Background: an optimization exercise with open tools, aiming at small area, a short achievable clock period and few clock cycles per item. Do not read the settings as production practice.
Only simulation tests tie the RTL to the original design; equivalence was not proved.
No activity file was given, so power comes from the tool's default toggle rates.

==> flow/design.v, too long to show whole: its modules and the start of the top module <==
// module pdfi_front: 86 lines
// module pdfi_queue: 40 lines
// module pdfi_vlane: 372 lines
// module pdfi_tlane: 377 lines
// module pdfi_vresolve: 88 lines
// module pdfi_tresolve: 88 lines
// module pdfi_back: 68 lines
// module pvt_derating_factor_interpolator: 106 lines
module pvt_derating_factor_interpolator (
  input  logic                                clk,
  input  logic                                rst_n,
  input  logic                                in_valid,
  output logic                                in_ready,
  input  logic [pdfi_pkg::VOLT_W-1:0]         in_voltage_mv,
  input  logic signed [pdfi_pkg::TEMP_W-1:0]  in_temperature_decideg,
  input  logic [pdfi_pkg::CORNER_W-1:0]       in_process_corner,
  output logic                                out_valid,
  input  logic                                out_ready,
  output logic [pdfi_pkg::FACTOR_W-1:0]       out_voltage_factor,
  output logic [pdfi_pkg::FACTOR_W-1:0]       out_temperature_factor,
  output logic [pdfi_pkg::FACTOR_W-1:0]       out_process_factor,
  output logic                                out_voltage_ok,
  output logic                                out_temperature_ok,
  output logic                                out_process_ok
);
  // ...
==> flow/run.sh <==
#!/bin/bash
# synth_recipe.tcl (not shown) runs the flow's synth.tcl, then flattens the netlist and writes it again
# the make line also repeats each setting of config.mk as NAME=value (left out here)
make -C /OpenROAD-flow-scripts/flow DESIGN_CONFIG=/design/flow/config.mk WORK_HOME=/design/flow/orfs CLKGATE_MAP_FILE= SYNTH_SCRIPT=/design/flow/synth_recipe.tcl finish
==> flow/config.mk <==
export PLATFORM = sky130hd
export DESIGN_NAME = pvt_derating_factor_interpolator
export DESIGN_NICKNAME = pvt_derating_factor_interpolator
export VERILOG_FILES = /design/flow/design.v
export SDC_FILE = /design/flow/constraint.sdc
export NUM_CORES = 4
export LEC_CHECK = 0
export ABC_AREA = 1
export CAP_MARGIN = 20
export CORE_MARGIN = 2
export CORE_UTILIZATION = 40
export SETUP_SLACK_MARGIN = 3.6
export SLEW_MARGIN = 20
==> flow/constraint.sdc <==
create_clock -name core_clock -period 7.0 [get_ports {clk}]
set_input_delay 1.4000 -clock core_clock [delete_from_list [all_inputs] [get_ports {clk}]]
set_output_delay 1.4000 -clock core_clock [all_outputs]
set_load 0.01 [all_outputs]
==> impl_metrics.ini, run 1 <==
[run_status]
status = timing/DRC/antenna clean

[yosys]
synthMuxAreaShare = 0
synthDistinctLibCells = 44
synth_seq_cells = 141

[final_layout]
seq_area_sq_mm = 0.00421
largest_class = multi-input gates
fill_cells = 2658
seq_area_frac = 0.273
nMultiInputCombCells = 903
final_cells = 1958
n_all_buffers = 213

[worst_setup_path]
worstPathCellList = nand3_2 -> nand2_2 -> nand3_2 -> nand2_2 -> nand2_2 -> nand2_4 -> buf_4 -> buf_6 -> nand3_2 -> nand2_2 -> ha_4 -> o21ai_2 -> a21oi_2 -> buf_2
crit_start = u_back.vls_r[1]$_DFFE_PP_
cp_num_buf_inv = 3
r2r_start = u_queue.tgs_q[11]$_DFFE_PP_

[grt]
top_usage_layer = met1
use_met3 = 0.0522
overflow = 0
grt_use_met1 = 0.382
grt_usage = 0.251
grt_pass1_wl_mm = 58.6

[power_and_ir_drop]
leakagePower_nw = 7.38
report.power.total_mw = 4.17
swShare = 0.387
power.density_mw_per_mm2 = 270

[floorplan]
dieArea_sq_mm = 0.0307
io_pins = 100
nWellTaps = 384

[clock_tree]
clockBufferDepth = 2
cts_buffers = 17
cts_root_buffer = clkbuf_16
post_cts_buffers = 47

[worst_hold_path]
hold_path_depth = 0
hold_class = register to register

[route]
firstDrtPassIters = 5
dr_wl_met3_mm = 3.54

[timing]
skew_ps = 20.0
fmax_ghz = 0.281
relSlewSlack = 0.352
Testbench counts, summed over its fixed seeds: cycles 16,016, items 16,000.
==> inputs of run 2 (changes only) <==
--- a/flow/config.mk
+++ b/flow/config.mk
@@ -9,5 +9,5 @@
 export CAP_MARGIN = 20
 export CORE_MARGIN = 2
 export CORE_UTILIZATION = 40
-export SETUP_SLACK_MARGIN = 3.6
+export SETUP_SLACK_MARGIN = 3.4
 export SLEW_MARGIN = 20
==> run 2 against run 1 <==
Effect of this change:
- still clean
- clock power down 1%
- first-iteration DRC count up 2.6%
- sequential cell count unchanged
- final area down 8.7%
- final cell count down 3.9%
- critical path depth down 6
- wire length down 4.8%
- sequential share of layout area up 2.6 points
- die area unchanged
- via count down 4.2%
- setup slack worse by 8.1 ps
- combinational power down 14%
- largest cell class unchanged
==> impl_metrics.ini, run 2 <==
[yosys]
synth_seq_cells = 141
synth-edff-count = 139
synth_compound_area_frac = 0.112
synth_xor_area_frac = 0
synth_top_family_by_area = adder cells
synth_adder_area_share = 0.214
synthMuxAreaShare = 0
yosysMostFrequentCell = inv_1
synth_area_leaders = edfxtp_1 (36%), fa_1 (14%), inv_1 (8.7%), ha_1 (7.6%), nor2_1 (5.7%)
synthTopCellsByCount = inv_1 (271), nor2_1 (178), nand2_1 (172), edfxtp_1 (139), fa_1 (81)
ys_seq_area_frac = 0.359
synth_cells = 1363
synth-simple-area-share = 0.202
ys.flop_type = edfxtp_1
synth_warnings = 2
synth.avg_cell_area_sq_um = 8.60
async_reset_ff_frac = 0
synth_top_cell_by_area = edfxtp_1
synthDistinctLibCells = 44
yosysTopAreaCellShare = 0.356
synth_area_sq_mm = 0.0117

[worst_setup_path]
cpMostUsedCell = fa_1
rr_worst_depth = 8
worstPathMaxFanout = 6
crit_type = register to register
critical_path.endpoint_type = register
start_kind = register
critical_path_arrival_ps = 3730
critPathRequiredTime_ps = 7170
crit_path_top_delay_cell = fa_1
cp_top_family = adder cells
cp_num_buf_inv = 1
worst-path-stages = 8
cp_slowest_stage_delay_ps = 630
worstPathCellList = buf_4 -> nor2_2 -> nand2_1 -> a221o_1 -> fa_1 -> fa_1 -> ha_1 -> fa_1

[route]
ant_nets = 0
firstDrtPassIters = 5
post_drt_wl_per_cell_um = 20.0
num_vias = 10200
routed_wl_mm = 37.7
avgViaCountPerCell = 5.44
drt_iter0_drc = 955
drc = 0

[power_and_ir_drop]
leakagePower_nw = 6.89
ir_drop_uv = 147
power.density_mw_per_mm2 = 274
report.power.total_mw = 3.87

[final_layout]
final_nets = 1666
multi_input_area_sq_mm = 0.00656
diodes = 0
largest_reg_flops = 36
seq_area_sq_mm = 0.00421
top_regs = u_queue.tseg_q (36), u_back.tls_r (20), u_back.vls_r (20)
layout_commonest_cell = inv_1
final_layout_size_suffix_gt1_frac = 0.136
final_cells = 1882
area_growth_pct = 20.2
largest-register = u_queue.tseg_q
layout_common_cells = inv_1 (268), nor2_1 (170), nand2_1 (154), edfxtp_1 (139), fa_1 (81)
fill_cells = 2805

[timing]
skew_ps = 14.5
finalHoldViolCount = 0
fmax_ghz = 0.281
fin_crit_ps = 3560
setup_viol = 0
period_share = 0.509
whs_ps = 420
final-max-slew-violation-count = 0
rsz0062_at_grt = yes
worst_pin_slew_ps = 835
timing.setup.tns_ps = 0
relSlewSlack = 0.444

[placed_design]
place_inst = 1806
gp_congestion = 0.964
hpwlAfterDp_mm = 29.5
io_buffers = 91

[worst_hold_path]
hold_class = register to register
hold_path_depth = 0

[grt]
antenna_found_initial = 0
grt_pass1_wl_mm = 57.9
grt_pass1_vias = 9777
grt_max_degree = 65
grt_usage = 0.248
overflow = 0

[clock_tree]
hold_buffers = 0
cts_sinks = 141
cts_buffers = 17
clockBufferDepth = 2
cts_tree = yes
clk_pin_slew_ps = 60
htree_levels = 4
cts_root_buffer = clkbuf_16
clock_latency_ps = 430

[flow_run]
cap_violations = 0

[floorplan]
die_width_um = 175
io_pins = 100
dieArea_sq_mm = 0.0307
start_util = 0.407
core_sq_mm = 0.0288
dieHeight_um = 175
rows = 62

[run_status]
status = timing/DRC/antenna clean
## run 2: worst paths after layout
check | startpoint | endpoint | slack [ps]
max | u_queue.vgs_q[5]$_DFFE_PP_ | u_back.vls_r[7]$_DFFE_PP_ | 3440
min | u_queue.corner_q[0]$_DFFE_PP_ | u_back.corner_r[0]$_DFFE_PP_ | 420
max reg2reg | u_queue.vgs_q[5]$_DFFE_PP_ | u_back.vls_r[7]$_DFFE_PP_ | 3440
min reg2reg | u_queue.corner_q[0]$_DFFE_PP_ | u_back.corner_r[0]$_DFFE_PP_ | 420
## run 2: timing repair
| item | in CTS | in global routing |
|---|---|---|
| setup endpoints to repair | 50 | 58 |
| gates resized for setup | 82 | 106 |
| buffers inserted | 16 | 27 |
| gates cloned | 1 | 0 |
| pin swaps | 8 | 22 |
## run 2: area by class of cell
type / count / share of cell area
Clock inverter: 15 / 0.0109
Sequential cell: 141 / 0.299
Multi-Input combinational cell: 903 / 0.465
Timing Repair Buffer: 137 / 0.0834
Tap cell: 384 / 0.0341
Clock buffer: 17 / 0.0302
Inverter: 285 / 0.0772
## run 2: worst register-to-register path, delay by kind of cell (launching register included)
family	cells	cell delay (ps)
AOI/OAI and AO/OA	1	420
buffers and inverters	1	190
adders and majority gates	4	1720
DFF	1	500
and+or+nand+nor	2	490
## run 2: layer usage
layer | wire, um | vias up | global-route usage
li1 | - | 4798 | -
met4 | 550 | 0 | 0.0556
met2 | 16100 | 472 | 0.355
met3 | 3270 | 36 | 0.0463
met5 | 0 | - | 0
met1 | 17700 | 4924 | 0.385
## run 2: metrics by stage
stage / utilization / cell area (sq um) / setup WS [ps]
2_1_floorplan: - / 11800 / 3510
3_3_place_gp: 0.450 / 12900 / 2710
3_5_place_dp: 0.450 / 12900 / 2730
4_1_cts: 0.473 / 13600 / 3240
5_1_grt: 0.490 / 14100 / 3240
6_report: 0.490 / 14100 / 3440
## run 2: kinds of logic (layout without fill, tap and decap cells)
group | after synthesis | after routing
compound gates | 214 | 214
fa+ha+maj | 152 | 152
simple gates | 528 | 529
flops | 141 | 141
buf+inv | 327 | 454
other cells | 1 | 8
## run 2: where the power goes
part	internal (mW)	switching, mW
combinational	0.738	0.941
clock	0.502	0.400
sequential	1.16	0.127
==> inputs of run 3 (changes only) <==
==> flow/flow/run.sh (new file) <==
#!/bin/bash
# The standard layout (the standard.sh, unchanged synthesis and steps),
# with the port buffers that ORFS's buffer_ports inserts made of the plain
# buf_1 cell instead of the delay buffer it picks by default. Every port
# still gets its own buffer. make's full output goes to standard.log here;
# each ORFS step keeps its own log under orfs/logs.
set -euo pipefail
export BUFFER_PORTS_ARGS="-buffer_cell sky130_fd_sc_hd__buf_1"
bash standard.sh > standard.log 2>&1
==> flow/standard.sh (new file) <==
#!/bin/bash
# synth_recipe.tcl (not shown) runs the flow's synth.tcl, then flattens the netlist and writes it again
# the make line also repeats each setting of config.mk as NAME=value (left out here)
make -C /OpenROAD-flow-scripts/flow DESIGN_CONFIG=/design/flow/config.mk WORK_HOME=/design/flow/orfs CLKGATE_MAP_FILE= SYNTH_SCRIPT=/design/flow/synth_recipe.tcl "${@:-finish}"
--- a/flow/config.mk
+++ b/flow/config.mk
@@ -9,5 +9,5 @@
 export CAP_MARGIN = 20
 export CORE_MARGIN = 2
 export CORE_UTILIZATION = 40
-export SETUP_SLACK_MARGIN = 3.4
+export SETUP_SLACK_MARGIN = 3.5
 export SLEW_MARGIN = 20
removed: flow/run.sh
==> run 3 against run 2 <==
Effect of this change:
- clock power fell by 4.9%
- sequential power about the same
- largest cell class unchanged
- core utilization increased by 0.50 points
- still clean
- critical endpoint is now out_voltage_factor[17]
- die area stayed put
- synthesized cell count unchanged
- non-clock buffer count rose by 30
- critical path type is now register to primary output
- register-to-register slack gained 90 ps
- global-route usage decreased by 1.3 points
==> impl_metrics.ini, run 3 <==
[final_layout]
top_regs = u_queue.tseg_q (36), u_back.tls_r (20), u_back.vls_r (20)
layout_commonest_cell = inv_1
largest_reg_flops = 36
area_growth_pct = 21.4
final_layout_size_suffix_gt1_frac = 0.196
final_nets = 1696
largest-register = u_queue.tseg_q
layout_common_cells = inv_1 (256), nor2_1 (164), nand2_1 (141), edfxtp_1 (139), fa_1 (81)
diodes = 0
fill_cells = 2768

[timing]
final.setup.worst_slack_ps = 3450
fmax_ghz = 0.282
finalHoldViolCount = 0
final-max-slew-violation-count = 0
fin_crit_ps = 3550
period_share = 0.507
setup_viol = 0
rsz0062_at_grt = yes
relSlewSlack = 0.419
timing.setup.tns_ps = 0
skew_ps = 15.2
worst_pin_slew_ps = 871

[grt]
grt_max_degree = 65
grt_usage = 0.235
grt_pass1_vias = 9483
antenna_found_initial = 0
grt_pass1_wl_mm = 55.3
overflow = 0

[yosys]
yosysMostFrequentCell = inv_1
synth_seq_cells = 141
synth_top_cell_by_area = edfxtp_1
synthTopCellsByCount = inv_1 (271), nor2_1 (178), nand2_1 (172), edfxtp_1 (139), fa_1 (81)
synth_warnings = 2
synth.avg_cell_area_sq_um = 8.60
synth_area_sq_mm = 0.0117
ys_seq_area_frac = 0.359
yosysTopAreaCellShare = 0.356
synth_cells = 1363
ys.flop_type = edfxtp_1
async_reset_ff_frac = 0
synth_area_leaders = edfxtp_1 (36%), fa_1 (14%), inv_1 (8.7%), ha_1 (7.6%), nor2_1 (5.7%)
synth-edff-count = 139
synthDistinctLibCells = 44

[worst_setup_path]
worstPathMaxFanout = 3
critical_path.endpoint_type = primary output
start_kind = register
crit_type = register to primary output
critical_path_arrival_ps = 2150
critPathRequiredTime_ps = 5600

[floorplan]
io_pins = 100
dieArea_sq_mm = 0.0307
start_util = 0.407
dieHeight_um = 175
core_sq_mm = 0.0288
die_width_um = 175
rows = 62

[clock_tree]
clk_pin_slew_ps = 60
cts_buffers = 17
clockBufferDepth = 2
clock_latency_ps = 430
cts_root_buffer = clkbuf_16
cts_tree = yes
cts_sinks = 141
htree_levels = 4

[power_and_ir_drop]
ir_drop_uv = 123
power.density_mw_per_mm2 = 274
report.power.total_mw = 3.90
leakagePower_nw = 6.85

[route]
met1_length_mm = 17.5
highest_layer = met4
avgViaCountPerCell = 5.43
firstDrtPassIters = 7
dr_wl_met3_mm = 3.22
met2_length_mm = 15.6
num_vias = 10400
ant_nets = 0
routed_wl_mm = 36.7
post_drt_wl_per_cell_um = 19.2
drt_iter0_drc = 1011
drc = 0

[flow_run]
cap_violations = 0

[placed_design]
io_buffers = 91
hpwlAfterDp_mm = 27.7
gp_congestion = 1.00
place_ws_ps = 3300

[worst_hold_path]
hold_class = register to register

[run_status]
status = timing/DRC/antenna clean
## run 3: changes by cell type in the layout (fill, tap and decap cells not counted), sizes merged
cell / previous run / this run
buf: 59 / 163
clkdlybuf4s50: 54 / 0
dlygate4sd2: 9 / 0
dlymetal6s2s: 6 / 0
clkdlybuf4s15: 4 / 0
inv: 284 / 280
clkinvlp: 6 / 9
bufinv: 1 / 0
clkbuf: 22 / 23
## run 3: layout make-up
type | count | area, sq um | area share
inverters | 285 | 1100 | 0.0772
well taps | 384 | 480 | 0.0337
clock inverters | 13 | 105 | 0.00738
repair buffers | 167 | 1000 | 0.0705
clock buffers | 19 | 433 | 0.0304
flip-flops and latches | 141 | 4210 | 0.296
multi-input cells | 903 | 6900 | 0.485
## run 3: final timing paths
kind,slack (ps),from,end,depth (start not counted)
max,3450,u_back.vck_r$_DFFE_PP_,out_voltage_factor[17],14
min,450,u_queue.corner_q[1]$_DFFE_PP_,u_back.corner_r[1]$_DFFE_PP_,0
max reg2reg,3530,u_queue.tgs_q[6]$_DFFE_PP_,u_back.tck_r$_DFFE_PP_,15
min reg2reg,450,u_queue.corner_q[1]$_DFFE_PP_,u_back.corner_r[1]$_DFFE_PP_,0
## run 3: cells by family after synthesis
logic type                 Yosys count  synth area share
and+or+nand+nor                    528             0.202
buffers and inverters              327             0.112
AOI/OAI and AO/OA                  214             0.112
adders and majority gates          152             0.214
DFF                                141             0.359
other                                1          0.000320
## run 3: metal layers
metal | track usage | vias up
met5 | 0 | -
met3 | 0.0435 | 46
met2 | 0.342 | 557
met1 | 0.365 | 4912
met4 | 0.0417 | 0
li1 | - | 4864
## run 3: critical path, stage by stage (launching register included)
cell      delay, ps
edfxtp_1        440
nand3_2         100
nand2_2          90
nand3_2          70
nand2_2          80
nand2_2          70
nand2_4          90
nand2_4          50
nand2_4          90
nand3_2          70
nand2_2          80
ha_4            130
o21ai_2          40
a21oi_1         150
buf_2           150
## run 3: what timing repair did
action / CTS / global route
endpoints found under the hold margin: 0 / 0
buffers inserted: 20 / 54
pin swaps: 22 / 45
gates cloned: 1 / 0
endpoints found under the setup margin: 41 / 56
hold buffers: 0 / 0
resized for setup: 54 / 172
## run 3: power breakdown
group          switching [mW]  total [mW]  leakage [nW]  internal, mW
logic                   0.984        1.74          5.00         0.761
registers               0.141        1.30          1.59          1.16
clock network           0.397       0.858         0.257         0.461
## run 3: per-stage QoR
step / hold WS, ps / util / cells / instance area, sq um
after floorplan: 400 / - / 1370 / 11800
after global placement: 434 / 0.430 / 1805 / 12400
after detailed placement: 437 / 0.430 / 1805 / 12400
after CTS: 453 / 0.459 / 1858 / 13200
after global routing: 460 / 0.495 / 1912 / 14200
final: 446 / 0.495 / 1912 / 14200
==> inputs of run 4 (changes only) <==
--- a/flow/config.mk
+++ b/flow/config.mk
@@ -9,5 +9,6 @@
 export CAP_MARGIN = 20
 export CORE_MARGIN = 2
 export CORE_UTILIZATION = 40
-export SETUP_SLACK_MARGIN = 3.5
+export CTS_CLUSTER_SIZE = 40
+export SETUP_SLACK_MARGIN = 3.4
 export SLEW_MARGIN = 20
==> run 4 against run 3 <==
Effect of this change:
- first-iteration DRC count up 3.7%
- via count down 1.0%
- still clean
- core utilization shrank 1.5 points
- global-route usage fell by 0.21 points
- largest cell class unchanged
- highest routed layer unchanged
==> impl_metrics.ini, run 4 <==
[run_status]
status = timing/DRC/antenna clean

[yosys]
yosysTopAreaCellShare = 0.356
synth_seq_cells = 141
ys_seq_area_frac = 0.359
synth.avg_cell_area_sq_um = 8.60
ys.flop_type = edfxtp_1
async_reset_ff_frac = 0
synth_warnings = 2
synth_area_sq_mm = 0.0117
synth_cells = 1363
synth-edff-count = 139
synthTopCellsByCount = inv_1 (271), nor2_1 (178), nand2_1 (172), edfxtp_1 (139), fa_1 (81)
yosysMostFrequentCell = inv_1
synth_top_cell_by_area = edfxtp_1
synthDistinctLibCells = 44
synth_area_leaders = edfxtp_1 (36%), fa_1 (14%), inv_1 (8.7%), ha_1 (7.6%), nor2_1 (5.7%)

[clock_tree]
clockBufferDepth = 2
cts_buffers = 17
clk_pin_slew_ps = 60
hold_buffers = 0
clock_latency_ps = 430
htree_levels = 4
cts_root_buffer = clkbuf_16
cts_sinks = 141
cts_tree = yes

[timing]
fmax_ghz = 0.281
final-max-slew-violation-count = 0
setup_viol = 0
final.setup.worst_slack_ps = 3440
skew_ps = 13.7
period_share = 0.509
rsz0062_at_grt = yes
timing.setup.tns_ps = 0
finalHoldViolCount = 0
fin_crit_ps = 3560
worst_pin_slew_ps = 881
relSlewSlack = 0.413

[grt]
grt_pass1_wl_mm = 54.8
antenna_found_initial = 0
grt_max_degree = 65
grt_pass1_vias = 9388
grt_usage = 0.232
overflow = 0

[flow_run]
cap_violations = 0

[route]
post_drt_wl_per_cell_um = 19.3
firstDrtPassIters = 6
avgViaCountPerCell = 5.45
ant_nets = 0
drc = 0
routed_wl_mm = 36.3
num_vias = 10300
drt_iter0_drc = 1048

[worst_setup_path]
critical_path.endpoint_type = primary output
critical_path_arrival_ps = 2160
crit_start = u_back.vck_r$_DFFE_PP_
crit_type = register to primary output
r2r_start = u_queue.tgs_q[11]$_DFFE_PP_
critPathRequiredTime_ps = 5600
start_kind = register
worstPathMaxFanout = 3

[floorplan]
dieArea_sq_mm = 0.0307
core_sq_mm = 0.0288
rows = 62
die_width_um = 175
start_util = 0.407
io_pins = 100
dieHeight_um = 175

[placed_design]
gp_congestion = 1.00
place_ws_ps = 3300
io_buffers = 91
hpwlAfterDp_mm = 27.7
place_area_sq_mm = 0.0124

[final_layout]
top_regs = u_queue.tseg_q (36), u_back.tls_r (20), u_back.vls_r (20)
final_nets = 1669
largest_reg_flops = 36
diodes = 0
layout_commonest_cell = inv_1
final_layout_size_suffix_gt1_frac = 0.151
fin_util = 0.480
area_growth_pct = 17.8
fin_area_sq_mm = 0.0138
layout_common_cells = inv_1 (264), nor2_1 (171), nand2_1 (143), edfxtp_1 (139), fa_1 (81)
largest-register = u_queue.tseg_q

[power_and_ir_drop]
report.power.total_mw = 3.83
ir_drop_uv = 122
power.density_mw_per_mm2 = 277
leakagePower_nw = 6.67

[worst_hold_path]
hold_start = u_queue.corner_q[1]$_DFFE_PP_
hold_class = register to register
[run 4: final timing paths]
check / slack [ps] / depth (start not counted) / end
min: 440 / 0 / u_back.corner_r[1]$_DFFE_PP_
min reg2reg: 440 / 0 / u_back.corner_r[1]$_DFFE_PP_
max: 3440 / 14 / out_voltage_factor[17]
max reg2reg: 3480 / 14 / u_back.tck_r$_DFFE_PP_
[run 4: cell type report]
type | count | area [sq um]
fill | 2811 | 15000
multi-input combinational | 903 | 6700
sequential | 141 | 4210
inverter | 285 | 1080
timing repair buffer | 140 | 793
tap | 384 | 480
clock buffer | 19 | 433
clock inverter | 13 | 105
[run 4: per-stage QoR]
step                instances  hold WS, ps
finish                   1885          443
global route             1885          460
CTS                      1849          453
detailed placement       1805          437
global placement         1805          434
floorplan                1370          400
[run 4: timing repair]
action | 4_1_cts | 5_1_grt
pin swaps | 9 | 38
hold endpoints to repair | 0 | 0
setup buffers | 11 | 36
endpoints found under the setup margin | 22 | 45
resized for setup | 16 | 153
cloned | 1 | 0
[run 4: critical path, stage by stage (launching register included)]
cell and delay, ps:
edfxtp_1 440, nand3_2 100, nand2_2 90, nand3_2 70, nand2_2 80, nand2_2 70, nand2_4 90, nand2_4 50
nand2_4 100, nand3_2 70, nand2_2 80, ha_4 130, o21ai_2 40, a21oi_1 160, buf_2 150
[run 4: where the power goes]
| part | switching, mW | internal [mW] | total (mW) |
|---|---|---|---|
| clock network | 0.395 | 0.461 | 0.856 |
| registers | 0.143 | 1.16 | 1.30 |
| logic | 0.961 | 0.711 | 1.67 |
[run 4: cells by family (layout without fill, tap and decap cells)]
kind of cell,count (synthesis),in the layout,share of synthesized area
flops,141,141,0.359
buf+inv,327,457,0.112
fa+ha+maj,152,152,0.214
simple gates,528,529,0.202
other cells,1,8,0.000320
compound gates,214,214,0.112
[run 4: metal layers]
metal | GRT usage | vias to the layer above | part of all wire
met5 | 0 | - | 0
met4 | 0.0406 | 0 | 0.012
met3 | 0.0468 | 61 | 0.087
met2 | 0.335 | 513 | 0.42
met1 | 0.363 | 4883 | 0.48
li1 | - | 4816 | -
==> inputs of run 5 (changes only) <==
--- a/flow/config.mk
+++ b/flow/config.mk
@@ -9,6 +9,5 @@
 export CAP_MARGIN = 20
 export CORE_MARGIN = 2
 export CORE_UTILIZATION = 40
-export CTS_CLUSTER_SIZE = 40
 export SETUP_SLACK_MARGIN = 3.4
 export SLEW_MARGIN = 20
==> run 5 against run 4 <==
Effect of this change:
- final area is the same
- setup slack stayed put
- sequential power barely moved
- first-iteration DRC count unchanged
- largest cell class unchanged
- largest power group unchanged
==> impl_metrics.ini, run 5 <==
[run_status]
status = timing/DRC/antenna clean

[placed_design]
place_inst = 1805
hpwlAfterDp_mm = 27.7
io_buffers = 91
gp_congestion = 1.00

[floorplan]
dieHeight_um = 175
die_width_um = 175
start_util = 0.407
dieArea_sq_mm = 0.0307
io_pins = 100
core_sq_mm = 0.0288
rows = 62

[flow_run]
cap_violations = 0

[clock_tree]
hold_buffers = 0
htree_levels = 4
clk_pin_slew_ps = 60
cts_tree = yes
cts_sinks = 141
cts_root_buffer = clkbuf_16
clock_latency_ps = 430
clockBufferDepth = 2
cts_buffers = 17

[timing]
whs_ps = 443
setup_viol = 0
rsz0062_at_grt = yes
fin_crit_ps = 3560
period_share = 0.509
relSlewSlack = 0.413
final-max-slew-violation-count = 0
finalHoldViolCount = 0
timing.setup.tns_ps = 0
worst_pin_slew_ps = 881
fmax_ghz = 0.281
skew_ps = 13.7

[route]
drc = 0
drt_iter0_drc = 1048
ant_nets = 0
num_vias = 10300
firstDrtPassIters = 6
routed_wl_mm = 36.3
post_drt_wl_per_cell_um = 19.3
avgViaCountPerCell = 5.45

[final_layout]
final_nets = 1669
top_regs = u_queue.tseg_q (36), u_back.tls_r (20), u_back.vls_r (20)
final_cells = 1885
diodes = 0
area_growth_pct = 17.8
final_layout_size_suffix_gt1_frac = 0.151
fill_cells = 2811
largest-register = u_queue.tseg_q
layout_commonest_cell = inv_1
largest_reg_flops = 36
layout_common_cells = inv_1 (264), nor2_1 (171), nand2_1 (143), edfxtp_1 (139), fa_1 (81)

[worst_setup_path]
crit_start = u_back.vck_r$_DFFE_PP_
critical_path_arrival_ps = 2160
worstPathMaxFanout = 3
critical_path.endpoint_type = primary output
crit_type = register to primary output
crit_path_end = out_voltage_factor[17]
r2r-end = u_back.tck_r$_DFFE_PP_
rr_worst_depth = 14
regToRegSetupSlack_ps = 3480
r2r_start = u_queue.tgs_q[11]$_DFFE_PP_
critPathRequiredTime_ps = 5600
start_kind = register

[yosys]
synth_top_cell_by_area = edfxtp_1
synthDistinctLibCells = 44
ys_seq_area_frac = 0.359
synth.avg_cell_area_sq_um = 8.60
synth_cells = 1363
ys.flop_type = edfxtp_1
synth-edff-count = 139
yosysTopAreaCellShare = 0.356
synth_seq_cells = 141
synth_area_sq_mm = 0.0117
async_reset_ff_frac = 0
yosysMostFrequentCell = inv_1
synth_warnings = 2
synth_area_leaders = edfxtp_1 (36%), fa_1 (14%), inv_1 (8.7%), ha_1 (7.6%), nor2_1 (5.7%)
synthTopCellsByCount = inv_1 (271), nor2_1 (178), nand2_1 (172), edfxtp_1 (139), fa_1 (81)

[power_and_ir_drop]
p_seq_frac = 0.340
switchingPower_mw = 1.50
intPower_mw = 2.33
power_frac_comb = 0.436
clkPwrFrac = 0.224
swShare = 0.392
ir_drop_uv = 122
leakagePower_nw = 6.67
power.density_mw_per_mm2 = 277

[grt]
grt_pass1_vias = 9388
overflow = 0
grt_max_degree = 65
grt_usage = 0.232
grt_pass1_wl_mm = 54.8
antenna_found_initial = 0

[worst_hold_path]
hold_class = register to register
[run 5: cell counts after synthesis]
No cell type changed its count.
[run 5: power by group through the flow]
stage          Sequential [mW]  Combinational, mW  Clock [mW]
2_1_floorplan             1.25              0.978           0
6_report                  1.30               1.67       0.856
4_1_cts                   1.28               1.43       0.876
5_1_grt                   1.32               1.92       0.913
3_5_place_dp              1.30               1.37           0
3_3_place_gp              1.29               1.35           0
[run 5: kinds of logic after synthesis]
group | count (synthesis) | share of synthesized area
AOI/OAI and AO/OA | 214 | 0.112
adders and majority gates | 152 | 0.214
and+or+nand+nor | 528 | 0.202
DFF | 141 | 0.359
other | 1 | 0.000320
buffers and inverters | 327 | 0.112
[run 5: repair_timing]
action | 4_1_cts | 5_1_grt
setup endpoints to repair | 22 | 45
gates cloned | 1 | 0
gates resized for setup | 16 | 153
setup buffers | 11 | 36
pin swaps | 9 | 38
[run 5: cell type report]
type / instances / area, sq um / area share
Inverter: 285 / 1080 / 0.0785
Clock buffer: 19 / 433 / 0.0313
Multi-Input combinational cell: 903 / 6700 / 0.485
Tap cell: 384 / 480 / 0.0348
Timing Repair Buffer: 140 / 793 / 0.0574
Sequential cell: 141 / 4210 / 0.305
Clock inverter: 13 / 105 / 0.00761
[run 5: worst min path at each step]
stage                                       start                      endpoint  slack [ps]  depth (start not counted)
finish              u_queue.corner_q[1]$_DFFE_PP_  u_back.corner_r[1]$_DFFE_PP_         440                          0
global route        u_queue.corner_q[0]$_DFFE_PP_  u_back.corner_r[0]$_DFFE_PP_         460                          0
CTS                 u_queue.corner_q[1]$_DFFE_PP_  u_back.corner_r[1]$_DFFE_PP_         450                          0
detailed placement  u_queue.corner_q[1]$_DFFE_PP_  u_back.corner_r[1]$_DFFE_PP_         440                          0
global placement    u_queue.corner_q[1]$_DFFE_PP_  u_back.corner_r[1]$_DFFE_PP_         430                          0
floorplan           u_queue.corner_q[0]$_DFFE_PP_  u_back.corner_r[0]$_DFFE_PP_         400                          0
[run 5: critical path, cell delays in order, from the launching register on]
cell	delay [ps]
edfxtp_1	440
nand3_2	100
nand2_2	90
nand3_2	70
nand2_2	80
nand2_2	70
nand2_4	90
nand2_4	50
nand2_4	100
nand3_2	70
nand2_2	80
ha_4	130
o21ai_2	40
a21oi_1	160
buf_2	150
[run 5: per-layer routing]
| metal | GRT usage | vias up | share of wire |
|---|---|---|---|
| met5 | 0 | - | 0 |
| met4 | 0.0406 | 0 | 0.012 |
| met3 | 0.0468 | 61 | 0.087 |
| met2 | 0.335 | 513 | 0.42 |
| met1 | 0.363 | 4883 | 0.48 |
| li1 | - | 4816 | - |
[run 5: stage by stage]
step | worst slack [ps] | util | area, sq um | power, mW
floorplan | 3510 | - | 11800 | 2.23
global placement | 3330 | 0.430 | 12400 | 2.64
detailed placement | 3300 | 0.430 | 12400 | 2.67
CTS | 3380 | 0.452 | 13000 | 3.59
global route | 3280 | 0.480 | 13800 | 4.15
finish | 3440 | 0.480 | 13800 | 3.83
==> inputs of run 6 (changes only) <==
--- a/flow/config.mk
+++ b/flow/config.mk
@@ -8,6 +8,6 @@
 export ABC_AREA = 1
 export CAP_MARGIN = 20
 export CORE_MARGIN = 2
-export CORE_UTILIZATION = 40
+export CORE_UTILIZATION = 45
 export SETUP_SLACK_MARGIN = 3.4
 export SLEW_MARGIN = 20
==> run 6 against run 5 <==
Effect of this change:
- sequential cell count unchanged
- clock skew grew 6.0 ps
- fmax shrank 0.89%
- power up 1.4%
- hold slack improved by 7.1 ps
- largest cell class unchanged
- clock power is 18% higher
- wire length decreased by 2.1%
- final cell count shrank 3.4%
- final area is 1.2% lower
- highest routed layer unchanged
- still clean on timing, DRC and antenna
==> impl_metrics.ini, run 6 <==
[power_and_ir_drop]
swShare = 0.370
clkPwrFrac = 0.261
switchingPower_mw = 1.44
leakagePower_nw = 6.63
power_frac_comb = 0.405
intPower_mw = 2.45
p_seq_frac = 0.333
ir_drop_uv = 195
power.density_mw_per_mm2 = 285
report.power.total_mw = 3.88

[clock_tree]
hold_buffers = 0
clockBufferDepth = 2
clk_pin_slew_ps = 80
cts_buffers = 17
cts_root_buffer = clkbuf_16
cts_tree = yes
cts_sinks = 141
clock_latency_ps = 440
htree_levels = 4

[grt]
grt_usage = 0.263
grt_max_degree = 78
overflow = 0
grt_use_met1 = 0.413
antenna_found_initial = 0
use_met3 = 0.0425
grt_pass1_wl_mm = 53.7
top_usage_layer = met1
grt_use_met2 = 0.378
grt_pass1_vias = 9175

[route]
drc = 0
firstDrtPassIters = 6
num_vias = 10100
post_drt_wl_per_cell_um = 19.5
routed_wl_mm = 35.5
avgViaCountPerCell = 5.52
drt_iter0_drc = 1121
ant_nets = 0

[run_status]
status = timing/DRC/antenna clean

[final_layout]
largest_reg_flops = 36
largest-register = u_queue.tseg_q
final_layout_size_suffix_gt1_frac = 0.136
layout_commonest_cell = inv_1
area_growth_pct = 16.4
fill_cells = 2437
diodes = 0
top_regs = u_queue.tseg_q (36), u_back.tls_r (20), u_back.vls_r (20)
fin_area_sq_mm = 0.0136
layout_common_cells = inv_1 (266), nor2_1 (169), nand2_1 (152), edfxtp_1 (139), fa_1 (81)
final_nets = 1654
fin_util = 0.528

[floorplan]
dieHeight_um = 165
core_sq_mm = 0.0258
dieArea_sq_mm = 0.0274
io_pins = 100
start_util = 0.454
rows = 59
die_width_um = 165

[yosys]
ys.flop_type = edfxtp_1
async_reset_ff_frac = 0
synth_warnings = 2
synth-edff-count = 139
yosysMostFrequentCell = inv_1
synth_seq_cells = 141
yosysTopAreaCellShare = 0.356
synthTopCellsByCount = inv_1 (271), nor2_1 (178), nand2_1 (172), edfxtp_1 (139), fa_1 (81)
synth_top_cell_by_area = edfxtp_1
synthDistinctLibCells = 44
synth_area_leaders = edfxtp_1 (36%), fa_1 (14%), inv_1 (8.7%), ha_1 (7.6%), nor2_1 (5.7%)
synth.avg_cell_area_sq_um = 8.60
synth_area_sq_mm = 0.0117
ys_seq_area_frac = 0.359
synth_cells = 1363

[placed_design]
hpwlAfterDp_mm = 28.0
place_area_sq_mm = 0.0123
gp_congestion = 1.01
place_ws_ps = 3280
io_buffers = 91

[timing]
final-max-slew-violation-count = 0
timing.setup.tns_ps = 0
period_share = 0.513
relSlewSlack = 0.350
fin_crit_ps = 3590
skew_ps = 19.6
worst_pin_slew_ps = 976
final.setup.worst_slack_ps = 3410
setup_viol = 0
fmax_ghz = 0.278
rsz0062_at_grt = yes
finalHoldViolCount = 0

[worst_hold_path]
hold_class = register to register

[worst_setup_path]
critPathRequiredTime_ps = 5600
critical_path_arrival_ps = 2190
worstPathMaxFanout = 3
crit_type = register to primary output
critical_path.endpoint_type = primary output
start_kind = register

[flow_run]
cap_violations = 0
-- run 6: cell types whose count changed in the layout (fill, tap and decap cells not counted), sizes merged --
cell      change
buf          -15
bufinv        +5
clkbuf        +2
clkinv        -1
clkinvlp      -3
inv           -2
nand3         -1
-- run 6: stage by stage --
| stage | hold WS, ps | instances |
|---|---|---|
| 2_1_floorplan | 400 | 1370 |
| 3_3_place_gp | 435 | 1756 |
| 3_5_place_dp | 431 | 1756 |
| 4_1_cts | 466 | 1794 |
| 5_1_grt | 466 | 1821 |
| 6_report | 450 | 1821 |
-- run 6: logic make-up (layout without fill, tap and decap cells) --
logic type / after synthesis / in the layout / synth area share
adder cells (fa/ha/maj): 152 / 152 / 0.214
flip-flops: 141 / 141 / 0.359
AO/OA/AOI/OAI: 214 / 214 / 0.112
other: 1 / 8 / 0.000320
AND/OR/NAND/NOR: 528 / 528 / 0.202
buffers and inverters: 327 / 443 / 0.112
-- run 6: metal layers --
layer	vias to the layer above	wire [um]
met4	0	716
li1	4778	-
met3	59	2810
met5	-	0
met1	4758	17000
met2	464	15000
-- run 6: power by group through the flow --
stage,clock network [mW],logic [mW],registers [mW]
3_3_place_gp,0,1.34,1.30
6_report,1.01,1.57,1.30
2_1_floorplan,0,0.978,1.25
4_1_cts,1.03,1.44,1.29
3_5_place_dp,0,1.37,1.30
5_1_grt,1.07,1.83,1.32
-- run 6: path summary, 6_finish.rpt --
check | start | endpoint | slack [ps] | depth (start not counted)
hold reg to reg | u_queue.corner_q[0]$_DFFE_PP_ | u_back.corner_r[0]$_DFFE_PP_ | 450 | 0
setup reg to reg | u_queue.tu_q[1]$_DFFE_PP_ | u_back.tls_r[5]$_DFFE_PP_ | 3450 | 12
setup / recovery | u_back.vck_r$_DFFE_PP_ | out_voltage_factor[20] | 3410 | 14
hold / removal | u_queue.corner_q[0]$_DFFE_PP_ | u_back.corner_r[0]$_DFFE_PP_ | 450 | 0
-- run 6: layout make-up --
| type | count | area, sq um | share of cell area |
|---|---|---|---|
| tap | 335 | 419 | 0.0307 |
| timing repair buffer | 126 | 664 | 0.0487 |
| sequential | 141 | 4210 | 0.309 |
| inverter | 285 | 1080 | 0.0795 |
| clock inverter | 12 | 208 | 0.0152 |
| clock buffer | 20 | 447 | 0.0327 |
| multi-input combinational | 902 | 6610 | 0.484 |
-- run 6: timing repair --
item	4_1_cts	5_1_grt
endpoints found under the setup margin	17	42
resized for setup	33	110
setup buffers	6	27
pin swaps	12	34
-- run 6: worst max-delay path, stage by stage (launching register included) --
cell      delay [ps]
edfxtp_1         430
nand3_1          110
nand2_2           90
nand3_2           60
nand2_2           90
nand2_2           70
nand2_4           90
nand2_4           50
nand2_4           70
nand2_2           60
nand2_4           70
ha_4             120
o21ai_1           60
a21oi_1          190
buf_2            170

re-timing with driven ports:
Ports are ideal in the flow. The routed layouts listed here were re-timed in OpenROAD.
Step 1 sets driving cells, clkbuf_16 on the clock port and buf_2 on the other inputs (assumed; they add their load-dependent delay and slew).
Step 2 also shifts input and output timing later by t, the mid clock arrival at the registers, as if the neighbouring blocks saw the same clock.
Three values: ideal ports, drivers, drivers and shift; two values: the first two.
| run | t, ns | setup WS [ns] | worst hold slack (ns) | slew at the worst register clock pin (ns) | worst data-port slew with drivers (ns) |
|---|---|---|---|---|---|
| run 1 | 0.469 | 3.445 / 3.399 / 3.454 | 0.420 / 0.420 / 0.420 | 0.08 / 0.08 | 0.06 |
| run 2 | 0.470 | 3.437 / 3.421 / 3.421 | 0.420 / 0.420 / 0.420 | 0.07 / 0.07 | 0.05 |
| run 3 | 0.468 | 3.450 / 3.404 / 3.529 | 0.446 / 0.446 / 0.446 | 0.07 / 0.07 | 0.04 |
| run 4 | 0.468 | 3.439 / 3.393 / 3.470 | 0.443 / 0.443 / 0.443 | 0.07 / 0.07 | 0.04 |
| run 5 | 0.468 | 3.439 / 3.393 / 3.470 | 0.443 / 0.443 / 0.443 | 0.07 / 0.07 | 0.04 |
| run 6 | 0.477 | 3.407 / 3.357 / 3.451 | 0.450 / 0.450 / 0.450 | 0.08 / 0.08 | 0.03 |
After both steps setup and hold are still met in every run listed. The setup slack of run 2, which loses most, moves by -0.016 ns with the drivers and by -0.016 ns with both steps.
